Source: an optimization exercise on an open RTL-to-GDS flow (aim: small area and a short achievable clock period). Production flows keep margins and buffers that such runs may drop. Function was checked by simulation only, so behaviour that the tests miss may differ from the original. Power and IR drop assume default switching activity.

// udp_bridge_top
module udp_bridge_top
(
  input  logic                   i_clk_axi,
  input  logic                   i_rst_axi,
  input  logic                   i_csr_wr,
  input  logic                   i_csr_rd,
  input  logic [3-1:0] i_csr_addr,
  input  logic [32-1:0] i_csr_wdata,
  output logic [32-1:0] o_csr_rdata,
  input  logic                   i_out_wr,
  input  logic [8-1:0] i_out_data,
  output logic                   o_out_full,
  input  logic                   i_in_rd,
  output logic [8-1:0] o_in_data,
  output logic                   o_in_last,
  output logic                   o_in_empty,
  output logic                   o_tx_valid,
  output logic [8-1:0] o_tx_data,
  output logic                   o_tx_last,
  input  logic                   i_tx_credit,
  input  logic                   i_rx_valid,
  input  logic [8-1:0] i_rx_data,
  input  logic                   i_rx_last,
  output logic                   o_rx_credit,
  output logic                   o_pkt_sent,
  output logic                   o_pkt_recv
);
  logic [15:0] send_src, send_dst, send_len;
  logic [47:0] recv_q;
  logic        irq_sent, irq_recv;
  logic        recv_seen;
  logic [31:0] rdata_q;
  logic        wr_ctrl, send_req, clear_irq, tx_done, recv_valid;
  logic [31:0] rd_mux;
  logic [4:0]  ocnt, icnt;
  assign wr_ctrl   = i_csr_wr && (i_csr_addr == 3'd0);
  assign send_req  = wr_ctrl && i_csr_wdata[0];
  assign clear_irq = wr_ctrl && i_csr_wdata[1];
  always_ff @(posedge i_clk_axi) begin
    if (i_rst_axi) begin
      send_src <= '0;
      send_dst <= '0;
      send_len <= '0;
    end else if (i_csr_wr) begin
      if (i_csr_addr == 3'd1) begin
        send_src <= i_csr_wdata[15:0];
        send_dst <= i_csr_wdata[31:16];
      end
  ...
==> flow/config.mk <==
export PLATFORM = sky130hd
export DESIGN_NAME = udp_bridge_top
export DESIGN_NICKNAME = udp_bridge_top
export VERILOG_FILES = /design/flow/design.v
export SDC_FILE = /design/flow/constraint.sdc
export NUM_CORES = 4
export LEC_CHECK = 0
export CAP_MARGIN = 20
export CORE_MARGIN = 2
export CORE_UTILIZATION = 60
export SETUP_SLACK_MARGIN = 3.6
export SLEW_MARGIN = 20
==> flow/constraint.sdc <==
create_clock -name core_clock -period 6.0 [get_ports {i_clk_axi}]
set_input_delay 1.2000 -clock core_clock [delete_from_list [all_inputs] [get_ports {i_clk_axi}]]
set_output_delay 1.2000 -clock core_clock [all_outputs]
set_load 0.01 [all_outputs]
standard.sh (not shown) runs the stock make flow with config.mk's settings and CLKGATE_MAP_FILE= SYNTH_SCRIPT=/design/flow/synth_recipe.tcl, a recipe that flattens the netlist after the stock synthesis.
==> flow/flow/run.sh <==
#!/bin/bash
# Own flow: the standard layout (standard.sh) with two changes: the port buffers start
# as buf_1 instead of the resizer's default pick, and clock tree synthesis adds no dummy
# loads. The whole make output goes to standard.log; ORFS keeps each step's log under orfs/logs.
set -uo pipefail
bash standard.sh \
  "BUFFER_PORTS_ARGS=-buffer_cell sky130_fd_sc_hd__buf_1" \
  "CTS_ARGS=-sink_clustering_enable -repair_clock_nets -sink_clustering_size 24 -sink_clustering_max_diameter 60 -dont_use_dummy_load" \
  finish > standard.log 2>&1
The first run ran to the end with no violations.
==> next run, changes <==
==> flow/run.sh (new file) <==
#!/bin/bash
# synth_recipe.tcl (not shown) runs the flow's synth.tcl, then flattens the netlist and writes it again
# the make line also repeats each setting of config.mk as NAME=value (left out here)
make -C /OpenROAD-flow-scripts/flow DESIGN_CONFIG=/design/flow/config.mk WORK_HOME=/design/flow/orfs CLKGATE_MAP_FILE= SYNTH_SCRIPT=/design/flow/synth_recipe.tcl finish
- CTS_CLUSTER_DIAMETER: not set -> 60
- CTS_CLUSTER_SIZE: not set -> 24
removed: flow/flow/run.sh
removed: flow/standard.sh
The changed run finished with timing, DRC and antenna clean.
Routed wire length rose by 1.9%.
Die area stays the same.
Core utilization rose by 2.9 points.
Sequential cell count does not change.
Cell count rose by 1.1%.
Count of clock-buffer cells in the layout rose by 9.
==> next run, changes <==
- SETUP_SLACK_MARGIN: 3.6 -> 3.75
- TNS_END_PERCENT: not set -> 50
The changed run passed the timing, DRC and antenna checks.
Power drops by 1.8%.
Die area stays the same.
Count of clock-buffer cells in the layout falls by 3.
==> next run, changes <==
==> flow/flow/run.sh (new file) <==
#!/bin/bash
# Own flow: the standard layout (standard.sh) with two changes: the port buffers start
# as buf_2 instead of the resizer's default pick, and clock tree synthesis adds no dummy
# loads. The whole make output goes to standard.log; ORFS keeps each step's log under orfs/logs.
set -uo pipefail
bash standard.sh \
  "BUFFER_PORTS_ARGS=-buffer_cell sky130_fd_sc_hd__buf_2" \
  "CTS_ARGS=-sink_clustering_enable -repair_clock_nets -sink_clustering_size 24 -sink_clustering_max_diameter 60 -dont_use_dummy_load" \
  finish > standard.log 2>&1
==> flow/standard.sh (new file) <==
#!/bin/bash
# synth_recipe.tcl (not shown) runs the flow's synth.tcl, then flattens the netlist and writes it again
# the make line also repeats each setting of config.mk as NAME=value (left out here)
make -C /OpenROAD-flow-scripts/flow DESIGN_CONFIG=/design/flow/config.mk WORK_HOME=/design/flow/orfs CLKGATE_MAP_FILE= SYNTH_SCRIPT=/design/flow/synth_recipe.tcl "${@:-finish}"
- CTS_CLUSTER_DIAMETER: 60 -> not set
- CTS_CLUSTER_SIZE: 24 -> not set
- SETUP_SLACK_MARGIN: 3.75 -> 3.6
- TNS_END_PERCENT: 50 -> not set
removed: flow/run.sh
After rerunning:
- sequential cell count stays the same
- wire length decreases by a few percent
- total power came out lower by a little under a tenth
==> next run, changes <==
- CAP_MARGIN: 20 -> 10
- SLEW_MARGIN: 20 -> 10
=> The new run passed the timing, DRC and antenna checks; synthesized cell count stays the same; setup slack is unchanged; wire length stays the same; cell area stays the same; non-clock buffer count stays the same; power is unchanged.

==> separate check: timing with driven ports <==
The results above use ideal ports. As a check the final layouts listed here were re-extracted and re-timed, cells and wires unchanged.
Step 1 assumes that a clkbuf_16 drives the clock port and a buf_2 every other input.
Step 2, shift: input delay + t, output delay - t, t = (earliest + latest rising clock arrival at the registers) / 2. This alone moves slack from input paths to output paths.
Slacks: ideal ports / drivers / drivers and shift; pairs: ideal ports / drivers.
run | t, ns | slack for setup (ns) | hold WS [ns] | worst slew at a driven data input, ns
the first run | 0.587 | 3.643 / 3.590 / 3.080 | 0.419 / 0.419 / 0.419 | 0.07
the second run | 0.626 | 3.463 / 3.490 / 2.864 | 0.424 / 0.424 / 0.424 | 0.07
the third run | 0.591 | 3.738 / 3.705 / 3.249 | 0.413 / 0.413 / 0.413 | 0.09
the fourth run | 0.591 | 3.668 / 3.615 / 3.108 | 0.420 / 0.420 / 0.420 | 0.06
the fifth run | 0.591 | 3.668 / 3.615 / 3.108 | 0.420 / 0.420 / 0.420 | 0.06
After both steps every run listed still meets setup and hold. The setup slack of the second run, which loses most, moves by +0.027 ns with the drivers and by -0.599 ns with both steps.
